Context: an optimization exercise on an open-source flow, tuned for a short achievable clock period and few clock cycles. The choices shown serve that exercise and are no tape-out recipe.
The RTL was checked by simulation tests, not by an equivalence proof against the original design.

==> raven: inputs <==
==> flow/design.v <==
`timescale 1ns/1ns
`default_nettype none
module alu (
	input logic [3:0] op,
	input logic [31:0] a,
	input logic [31:0] b,
	output logic [31:0] arith,
	output logic [31:0] other,
	output logic lt
);
	localparam logic [3:0] opAdd = 4'd0;
	localparam logic [3:0] opSub = 4'd1;
	localparam logic [3:0] opAnd = 4'd2;
	localparam logic [3:0] opOr = 4'd3;
	localparam logic [3:0] opXor = 4'd4;
	localparam logic [3:0] opNor = 4'd5;
	localparam logic [3:0] opSlt = 4'd6;
	localparam logic [3:0] opSltu = 4'd7;
	localparam logic [3:0] opSll = 4'd8;
	localparam logic [3:0] opSrl = 4'd9;
	localparam logic [3:0] opSra = 4'd10;
	logic [4:0] sh;
	assign sh = a[4:0];  
	always_comb begin
		case (op)
			opAdd: arith = a + b;
			opSub: arith = a - b;
			default: arith = '0;
		endcase
		case (op)
			opAnd: other = a & b;
			opOr: other = a | b;
			opXor: other = a ^ b;
			opNor: other = ~(a | b);
			opSll: other = b << sh;
			opSrl: other = b >> sh;
			opSra: other = 32'($signed(b) >>> sh);
			default: other = '0;
		endcase
		case (op)
			opSlt: lt = $signed(a) < $signed(b);
			opSltu: lt = a < b;
			default: lt = 1'b0;
		endcase
	end
endmodule
`default_nettype wire
`timescale 1ns/1ns
`default_nettype none
module registerFile (
	input logic CLK,
	input logic reset,
	input logic [4:0] rdAddrA,
	input logic [4:0] rdAddrB,
	input logic [4:0] rdAddrC,
	input logic [4:0] rdAddrD,
	input logic wrEnA,
	input logic [4:0] wrAddrA,
	input logic [31:0] wrDataA,
	input logic wrEnB,
	input logic [4:0] wrAddrB,
	input logic [31:0] wrDataB,
	output logic [31:0] rdDataA,
	output logic [31:0] rdDataB,
	output logic [31:0] rdDataC,
	output logic [31:0] rdDataD
);
	logic [31:0] regs [1:31];
	always_ff @(posedge CLK) begin
		for (int i = 1; i < 32; i++) begin
			if (reset) regs[i] <= '0;
			else if (wrEnB && wrAddrB == 5'(i)) regs[i] <= wrDataB;
			else if (wrEnA && wrAddrA == 5'(i)) regs[i] <= wrDataA;
		end
	end
	always_comb begin
		rdDataA = '0;
		rdDataB = '0;
		rdDataC = '0;
		rdDataD = '0;
		for (int i = 1; i < 32; i++) begin
			if (rdAddrA == 5'(i)) rdDataA = regs[i];
			if (rdAddrB == 5'(i)) rdDataB = regs[i];
			if (rdAddrC == 5'(i)) rdDataC = regs[i];
			if (rdAddrD == 5'(i)) rdDataD = regs[i];
		end
	end
endmodule
`default_nettype wire
`timescale 1ns/1ns
`default_nettype none
module mipsCore (
	input logic CLK,
	input logic reset,
	output logic stbO,
	output logic weO,
	output logic [8:0] adrO,
	output logic [31:0] datO,
	input logic ackI,
	input logic [31:0] datI
);
	localparam logic [3:0] opAdd = 4'd0;
	localparam logic [3:0] opSub = 4'd1;
	localparam logic [3:0] opAnd = 4'd2;
	localparam logic [3:0] opOr = 4'd3;
	localparam logic [3:0] opXor = 4'd4;
	localparam logic [3:0] opNor = 4'd5;
	localparam logic [3:0] opSlt = 4'd6;
	localparam logic [3:0] opSltu = 4'd7;
	localparam logic [3:0] opSll = 4'd8;
	localparam logic [3:0] opSrl = 4'd9;
	localparam logic [3:0] opSra = 4'd10;
	typedef struct packed {
		logic [4:0] rs;
		logic [4:0] rt;
		logic [4:0] dst;  
		logic alu;  
		logic ld;  
		logic ldw;  
		logic st;  
		logic useA;  
		logic useB;  
		logic bImm;  
		logic [1:0] ext;  
		logic [3:0] op;
		logic [15:0] imm;
	} decT;
	logic [5:0] opc;
	logic [5:0] fn;
	logic isR;
	logic isIA;
	logic fnOk;
	logic [4:0] dst;
	decT dIn;  
	always_comb begin
		opc = datI[31:26];
		fn = datI[5:0];
		isR = opc == 6'b000000;
		isIA = opc[5:3] == 3'b001;
		fnOk = 1'b1;
		dIn.op = opAdd;
		if (isR) begin
			case (fn)
				6'b100000, 6'b100001: dIn.op = opAdd;
				6'b100010, 6'b100011: dIn.op = opSub;
				6'b100100: dIn.op = opAnd;
				6'b100101: dIn.op = opOr;
				6'b100110: dIn.op = opXor;
				6'b100111: dIn.op = opNor;
				6'b101010: dIn.op = opSlt;
				6'b101011: dIn.op = opSltu;
				6'b000100: dIn.op = opSll;
				6'b000110: dIn.op = opSrl;
				6'b000111: dIn.op = opSra;
				default: fnOk = 1'b0;
			endcase
		end else begin
			case (opc[2:0])
				3'b000, 3'b001: dIn.op = opAdd;
				3'b010: dIn.op = opSlt;
				3'b011: dIn.op = opSltu;
				3'b100: dIn.op = opAnd;
				3'b101, 3'b111: dIn.op = opOr;  
				default: dIn.op = opXor;
			endcase
		end
		dst = isR ? datI[15:11] : datI[20:16];
		dIn.rs = opc == 6'b001111 ? 5'd0 : datI[25:21];  
		dIn.rt = datI[20:16];
		dIn.dst = dst;
		dIn.alu = ((isR && fnOk) || isIA) && dst != 5'd0;
		dIn.ld = opc == 6'b100011;
		dIn.ldw = dIn.ld && datI[20:16] != 5'd0;
		dIn.st = opc == 6'b101011;
		dIn.useA = dIn.alu && opc != 6'b001111 || dIn.ld || dIn.st;
		dIn.useB = dIn.alu && isR || dIn.st;
		dIn.bImm = isIA;
		dIn.ext = opc == 6'b001111 ? 2'd2 : (opc[2] ? 2'd1 : 2'd0);
		dIn.imm = datI[15:0];
	end
	logic curF;  
	logic curL;  
	logic [4:0] curDst;
	logic [6:0] pcF;  
	logic ackF;  
	logic ackL;  
	logic dreqV;  
	logic dreqW;
	logic dreqL;
	logic [8:0] dreqA;
	logic [31:0] dreqD;
	logic [4:0] dreqDst;
	logic [1:0] qv;  
	logic free;
	logic fetchOk;
	logic takeD;
	logic takeF;
	assign free = !stbH || ackI;
	assign ackF = stbH && ackI && curF;
	assign ackL = stbH && ackI && curL;
	assign fetchOk = !(qv[0] && qv[1]) && !((qv[0] || qv[1]) && stbH && curF);
	assign takeD = dreqV;
	assign takeF = !dreqV && fetchOk;
	logic stbH;
	logic curW;  
	logic [8:0] adrH;
	logic [31:0] datH;
	logic nStb;
	logic nWe;
	logic [8:0] nAdr;
	assign nStb = takeD || takeF;
	assign nWe = takeD && dreqW;
	assign nAdr = takeD ? dreqA : {pcF, 2'b00};
	always_ff @(posedge CLK) begin
		if (reset) begin
			stbH <= 1'b0;
			stbO <= 1'b0;
			curF <= 1'b0;
			curL <= 1'b0;
			curW <= 1'b0;
			weO <= 1'b0;
			pcF <= '0;
		end else begin
			stbO <= !free || nStb;
			weO <= free ? nWe : curW;
			if (free) begin
				stbH <= nStb;
				curF <= takeF;
				curL <= takeD && dreqL;
				curW <= nWe;
				if (takeF) pcF <= pcF + 7'd1;
			end
		end
	end
	always_ff @(posedge CLK) begin
		adrO <= free ? (nStb ? nAdr : 9'd0) : adrH;
		datO <= free ? (nWe ? dreqD : 32'd0) : datH;
		if (free) begin
			adrH <= nAdr;
			datH <= dreqD;
			curDst <= dreqDst;
		end
	end
	decT qd0;
	decT qd1;
	logic hd;  
	logic tl;  
	logic fire;
	always_ff @(posedge CLK) begin
		if (reset) begin
			qv <= '0;
			hd <= 1'b0;
			tl <= 1'b0;
		end else begin
			if (fire) begin
				qv[hd] <= 1'b0;
				hd <= !hd;
			end
			if (ackF) begin
				qv[tl] <= 1'b1;
				tl <= !tl;
			end
		end
	end
	always_ff @(posedge CLK) begin
		if (ackF && !tl) qd0 <= dIn;
		if (ackF && tl) qd1 <= dIn;
	end
	decT d;
	logic [31:0] rfA;
	logic [31:0] rfB;
	logic [31:0] rfA1;
	logic [31:0] rfB1;
	logic [31:0] opA;
	logic [31:0] opB;
	logic [31:0] immExt;
	logic x2Alu;
	logic x2Mem;
	logic x2St;
	logic x2Ld;
	logic [4:0] x2Dst;
	logic [3:0] x2Op;
	logic [31:0] x2A;
	logic [31:0] x2B;
	logic [8:0] x2Imm;
	logic [31:0] aluArith;
	logic [31:0] aluOther;
	logic aluLt;
	logic [31:0] x3Arith;
	logic [31:0] x3Other;
	logic x3Lt;
	logic x3Alu;  
	logic [4:0] x3Dst;
	logic [31:0] x3Res;
	assign x3Res = x3Arith | x3Other | {31'b0, x3Lt};
	logic hzA;
	logic hzB;
	logic hzD;
	logic hzM;
	logic stall;
	assign d = hd ? qd1 : qd0;
	logic pendA;
	logic pendB;
	logic pendD;
	assign pendA = (x2Ld && x2Dst == d.rs) || (dreqV && dreqL && dreqDst == d.rs) ||
		(stbH && curL && curDst == d.rs);
	assign pendB = (x2Ld && x2Dst == d.rt) || (dreqV && dreqL && dreqDst == d.rt) ||
		(stbH && curL && curDst == d.rt);
	assign pendD = (x2Ld && x2Dst == d.dst) || (dreqV && dreqL && dreqDst == d.dst) ||
		(stbH && curL && curDst == d.dst);
	assign hzA = d.useA && (pendA || (x2Alu && x2Dst == d.rs) || (x3Alu && x3Dst == d.rs));
	assign hzB = d.useB && (pendB || (x2Alu && x2Dst == d.rt) || (x3Alu && x3Dst == d.rt));
	assign hzD = d.alu && pendD;
	assign hzM = (d.ld || d.st) && ((dreqV && !free) || x2Mem);
	assign stall = hzA || hzB || hzD || hzM;
	assign fire = qv[hd] && !stall;
	assign opA = hd ? rfA1 : rfA;
	assign opB = hd ? rfB1 : rfB;
	assign immExt = d.ext == 2'd2 ? {d.imm, 16'b0} :
		(d.ext == 2'd1 ? {16'b0, d.imm} : {{16{d.imm[15]}}, d.imm});
	always_ff @(posedge CLK) begin
		if (reset) begin
			x2Alu <= 1'b0;
			x2Mem <= 1'b0;
			x2Ld <= 1'b0;
			x3Alu <= 1'b0;
		end else begin
			x2Alu <= fire && d.alu;
			x2Mem <= fire && (d.ld || d.st);
			x2Ld <= fire && d.ldw;
			x3Alu <= x2Alu;
		end
	end
	always_ff @(posedge CLK) begin
		x2St <= d.st;
		x2Dst <= d.ld ? d.rt : d.dst;
		x2Op <= d.op;
		x2A <= opA;
		x2B <= d.bImm ? immExt : opB;
		x2Imm <= d.imm[8:0];
		x3Dst <= x2Dst;
		x3Arith <= aluArith;
		x3Other <= aluOther;
		x3Lt <= aluLt;
	end
	always_ff @(posedge CLK) begin
		if (reset) begin
			dreqV <= 1'b0;
		end else begin
			if (free && takeD) dreqV <= 1'b0;
			if (x2Mem) dreqV <= 1'b1;
		end
	end
	always_ff @(posedge CLK) begin
		if (x2Mem) begin
			dreqW <= x2St;
			dreqL <= x2Ld;
			dreqA <= x2A[8:0] + x2Imm;
			dreqD <= x2B;
			dreqDst <= x2Dst;
		end
	end
	alu i_alu (
		.op(x2Op),
		.a(x2A),
		.b(x2B),
		.arith(aluArith),
		.other(aluOther),
		.lt(aluLt)
	);
	registerFile i_registerFile (
		.CLK(CLK),
		.reset(reset),
		.rdAddrA(qd0.rs),
		.rdAddrB(qd0.rt),
		.rdAddrC(qd1.rs),
		.rdAddrD(qd1.rt),
		.wrEnA(x3Alu),
		.wrAddrA(x3Dst),
		.wrDataA(x3Res),
		.wrEnB(ackL),
		.wrAddrB(curDst),
		.wrDataB(datI),
		.rdDataA(rfA),
		.rdDataB(rfB),
		.rdDataC(rfA1),
		.rdDataD(rfB1)
	);
endmodule
`default_nettype wire
`timescale 1ns/1ns
`default_nettype none
module mipsCoreTop (
	input logic CLK,
	input logic reset,
	output logic wb_cyc_o,
	output logic wb_stb_o,
	output logic wb_we_o,
	output logic [8:0] wb_adr_o,
	output logic [31:0] wb_dat_o,
	input logic wb_ack_i,
	input logic [31:0] wb_dat_i
);
	logic stb;
	assign wb_cyc_o = stb;
	assign wb_stb_o = stb;
	mipsCore i_mipsCore (
		.CLK(CLK),
		.reset(reset),
		.stbO(stb),
		.weO(wb_we_o),
		.adrO(wb_adr_o),
		.datO(wb_dat_o),
		.ackI(wb_ack_i),
		.datI(wb_dat_i)
	);
endmodule
`default_nettype wire
==> flow/flow/run.sh <==
#!/bin/bash
set -euo pipefail
bash standard.sh SETUP_SLACK_MARGIN=7 finish > run_standard.log 2>&1
==> flow/standard.sh <==
#!/bin/bash
# synth_recipe.tcl (not shown) runs the flow's synth.tcl, then flattens the netlist and writes it again
# the make line also repeats each setting of config.mk as NAME=value (left out here)
make -C /OpenROAD-flow-scripts/flow DESIGN_CONFIG=/design/flow/config.mk WORK_HOME=/design/flow/orfs CLKGATE_MAP_FILE= SYNTH_SCRIPT=/design/flow/synth_recipe.tcl "${@:-finish}"
==> flow/config.mk <==
export PLATFORM = sky130hd
export DESIGN_NAME = mipsCoreTop
export DESIGN_NICKNAME = mipsCoreTop
export VERILOG_FILES = /design/flow/design.v
export SDC_FILE = /design/flow/constraint.sdc
export NUM_CORES = 4
export LEC_CHECK = 0
export CAP_MARGIN = 20
export CORE_MARGIN = 2
export CORE_UTILIZATION = 45
export SLEW_MARGIN = 20
==> flow/constraint.sdc <==
create_clock -name core_clock -period 10.0 [get_ports {CLK}]
set_input_delay 2.0000 -clock core_clock [delete_from_list [all_inputs] [get_ports {CLK}]]
set_output_delay 2.0000 -clock core_clock [all_outputs]
set_load 0.01 [all_outputs]
==> inputs of cedar, as changes to raven <==
--- a/flow/design.v
+++ b/flow/design.v
@@ -4,9 +4,7 @@
 	input logic [3:0] op,
 	input logic [31:0] a,
 	input logic [31:0] b,
-	output logic [31:0] arith,
-	output logic [31:0] other,
-	output logic lt
+	output logic [31:0] result
 );
 	localparam logic [3:0] opAdd = 4'd0;
 	localparam logic [3:0] opSub = 4'd1;
@@ -20,27 +18,25 @@
 	localparam logic [3:0] opSrl = 4'd9;
 	localparam logic [3:0] opSra = 4'd10;
 	logic [4:0] sh;
+	logic lts;
+	logic ltu;
 	assign sh = a[4:0];  
+	assign lts = $signed(a) < $signed(b);
+	assign ltu = a < b;
 	always_comb begin
 		case (op)
-			opAdd: arith = a + b;
-			opSub: arith = a - b;
-			default: arith = '0;
-		endcase
-		case (op)
-			opAnd: other = a & b;
-			opOr: other = a | b;
-			opXor: other = a ^ b;
-			opNor: other = ~(a | b);
-			opSll: other = b << sh;
-			opSrl: other = b >> sh;
-			opSra: other = 32'($signed(b) >>> sh);
-			default: other = '0;
-		endcase
-		case (op)
-			opSlt: lt = $signed(a) < $signed(b);
-			opSltu: lt = a < b;
-			default: lt = 1'b0;
+			opAdd: result = a + b;
+			opSub: result = a - b;
+			opAnd: result = a & b;
+			opOr: result = a | b;
+			opXor: result = a ^ b;
+			opNor: result = ~(a | b);
+			opSlt: result = {31'b0, lts};
+			opSltu: result = {31'b0, ltu};
+			opSll: result = b << sh;
+			opSrl: result = b >> sh;
+			opSra: result = 32'($signed(b) >>> sh);
+			default: result = a + b;
 		endcase
 	end
 endmodule
@@ -52,8 +48,6 @@
 	input logic reset,
 	input logic [4:0] rdAddrA,
 	input logic [4:0] rdAddrB,
-	input logic [4:0] rdAddrC,
-	input logic [4:0] rdAddrD,
 	input logic wrEnA,
 	input logic [4:0] wrAddrA,
 	input logic [31:0] wrDataA,
@@ -61,9 +55,7 @@
 	input logic [4:0] wrAddrB,
 	input logic [31:0] wrDataB,
 	output logic [31:0] rdDataA,
-	output logic [31:0] rdDataB,
-	output logic [31:0] rdDataC,
-	output logic [31:0] rdDataD
+	output logic [31:0] rdDataB
 );
 	logic [31:0] regs [1:31];
 	always_ff @(posedge CLK) begin
@@ -76,13 +68,9 @@
 	always_comb begin
 		rdDataA = '0;
 		rdDataB = '0;
-		rdDataC = '0;
-		rdDataD = '0;
 		for (int i = 1; i < 32; i++) begin
 			if (rdAddrA == 5'(i)) rdDataA = regs[i];
 			if (rdAddrB == 5'(i)) rdDataB = regs[i];
-			if (rdAddrC == 5'(i)) rdDataC = regs[i];
-			if (rdAddrD == 5'(i)) rdDataD = regs[i];
 		end
 	end
 endmodule
@@ -269,8 +257,6 @@
 	decT d;
 	logic [31:0] rfA;
 	logic [31:0] rfB;
-	logic [31:0] rfA1;
-	logic [31:0] rfB1;
 	logic [31:0] opA;
 	logic [31:0] opB;
 	logic [31:0] immExt;
@@ -283,16 +269,12 @@
 	logic [31:0] x2A;
 	logic [31:0] x2B;
 	logic [8:0] x2Imm;
-	logic [31:0] aluArith;
-	logic [31:0] aluOther;
-	logic aluLt;
-	logic [31:0] x3Arith;
-	logic [31:0] x3Other;
-	logic x3Lt;
+	logic [31:0] aluRes;
 	logic x3Alu;  
 	logic [4:0] x3Dst;
 	logic [31:0] x3Res;
-	assign x3Res = x3Arith | x3Other | {31'b0, x3Lt};
+	logic fwdA;
+	logic fwdB;
 	logic hzA;
 	logic hzB;
 	logic hzD;
@@ -303,19 +285,21 @@
 	logic pendB;
 	logic pendD;
 	assign pendA = (x2Ld && x2Dst == d.rs) || (dreqV && dreqL && dreqDst == d.rs) ||
-		(stbH && curL && curDst == d.rs);
+		(stbH && curL && !ackI && curDst == d.rs);
 	assign pendB = (x2Ld && x2Dst == d.rt) || (dreqV && dreqL && dreqDst == d.rt) ||
-		(stbH && curL && curDst == d.rt);
+		(stbH && curL && !ackI && curDst == d.rt);
 	assign pendD = (x2Ld && x2Dst == d.dst) || (dreqV && dreqL && dreqDst == d.dst) ||
-		(stbH && curL && curDst == d.dst);
+		(stbH && curL && !ackI && curDst == d.dst);
+	assign fwdA = ackL && curDst == d.rs;
+	assign fwdB = ackL && curDst == d.rt;
 	assign hzA = d.useA && (pendA || (x2Alu && x2Dst == d.rs) || (x3Alu && x3Dst == d.rs));
 	assign hzB = d.useB && (pendB || (x2Alu && x2Dst == d.rt) || (x3Alu && x3Dst == d.rt));
 	assign hzD = d.alu && pendD;
 	assign hzM = (d.ld || d.st) && ((dreqV && !free) || x2Mem);
 	assign stall = hzA || hzB || hzD || hzM;
 	assign fire = qv[hd] && !stall;
-	assign opA = hd ? rfA1 : rfA;
-	assign opB = hd ? rfB1 : rfB;
+	assign opA = fwdA ? datI : rfA;
+	assign opB = fwdB ? datI : rfB;
 	assign immExt = d.ext == 2'd2 ? {d.imm, 16'b0} :
 		(d.ext == 2'd1 ? {16'b0, d.imm} : {{16{d.imm[15]}}, d.imm});
 	always_ff @(posedge CLK) begin
@@ -339,9 +323,7 @@
 		x2B <= d.bImm ? immExt : opB;
 		x2Imm <= d.imm[8:0];
 		x3Dst <= x2Dst;
-		x3Arith <= aluArith;
-		x3Other <= aluOther;
-		x3Lt <= aluLt;
+		x3Res <= aluRes;
 	end
 	always_ff @(posedge CLK) begin
 		if (reset) begin
@@ -364,17 +346,13 @@
 		.op(x2Op),
 		.a(x2A),
 		.b(x2B),
-		.arith(aluArith),
-		.other(aluOther),
-		.lt(aluLt)
+		.result(aluRes)
 	);
 	registerFile i_registerFile (
 		.CLK(CLK),
 		.reset(reset),
-		.rdAddrA(qd0.rs),
-		.rdAddrB(qd0.rt),
-		.rdAddrC(qd1.rs),
-		.rdAddrD(qd1.rt),
+		.rdAddrA(d.rs),
+		.rdAddrB(d.rt),
 		.wrEnA(x3Alu),
 		.wrAddrA(x3Dst),
 		.wrDataA(x3Res),
@@ -382,9 +360,7 @@
 		.wrAddrB(curDst),
 		.wrDataB(datI),
 		.rdDataA(rfA),
-		.rdDataB(rfB),
-		.rdDataC(rfA1),
-		.rdDataD(rfB1)
+		.rdDataB(rfB)
 	);
 endmodule
 `default_nettype wire
==> notes.md <==
Synthesized cell count: cedar is smaller than raven (29%).
raven failed in 5_1_grt. cedar finished with timing, DRC and antenna clean.
In raven the synthesized area is larger than in cedar, by about 20%.
==> figures <==
quantity                                                                                       cedar                   raven
Initial cell density of the core                                                               45.3%                   45.2%
Clk sink count                                                                                  1356                    1389
Number of flip-flops and latches in the synthesized netlist                                     1356                    1389
Number of cells after detailed placement                                                       10800                   15100
Placed Area                                                                               82400 um^2              98800 um^2
Result of the run                                                            complete, no violations  stopped before the end
Failing step                                                                                       -                 5_1_grt
Proportion of synthesized chip area in sequential cells                                        36.7%                   31.3%
Pre-CTS worst setup slack                                                                    4580 ps                 4430 ps
Inserted Clock Buffers                                                                           151                     168
Portion of netlist area occupied by mux cells                                                  15.7%                   3.44%
Netlist area before placement                                                             79000 um^2              94600 um^2
Share of synthesized cell area in full adder, half adder and majority cells                    1.74%                   1.45%
Post-cts gate resize count                                                                      1421                    2190
Share of synthesized cell area in and, or, nand and nor gates                                  13.5%                   19.3%
Die width                                                                                     423 um                  463 um
Rows                                                                                             153                     168
Fraction of post-synthesis cell area in the top cell type by area                              29.8%                   25.5%
Share of the synthesized netlist area taken by xor and xnor gates                             0.821%                  0.878%
Netlist cell types                                                                               109                     112
Height of the chip                                                                            423 um                  463 um
Synthesized netlist net count                                                                   9314                   13100
Testbench counts of raven, summed over its fixed seeds: cycles 24,903.
Testbench counts of cedar, summed over its fixed seeds: cycles 24,830.

==> separate check: timing with driven ports <==
The flow's constraints put no driver on any port. The routed layout listed below was extracted and timed again, unchanged, in two steps. Step 1 (the two cells are an assumption about what drives the block):
set clk [get_ports {CLK}]
set_driving_cell -lib_cell sky130_fd_sc_hd__clkbuf_16 $clk
set_driving_cell -lib_cell sky130_fd_sc_hd__buf_2 [delete_from_list [all_inputs] $clk]
Step 2 times the ports against the registers' clock, not the clock port: input delays grow and output delays shrink by t, the midpoint of the rising clock arrivals with the driver on. a / b / c = ideal / step 1 / step 2; a / b = the first two.
run: cedar
t, ns: 0.913
setup slack, ns: 6.512 / 6.512 / 5.961
worst setup path after step 2: input to register
slew at the worst register clock pin (ns): 0.07 / 0.07
After both steps cedar still meets setup and hold. The setup slack of cedar moves by 0.000 ns with the drivers and by -0.551 ns with both steps.
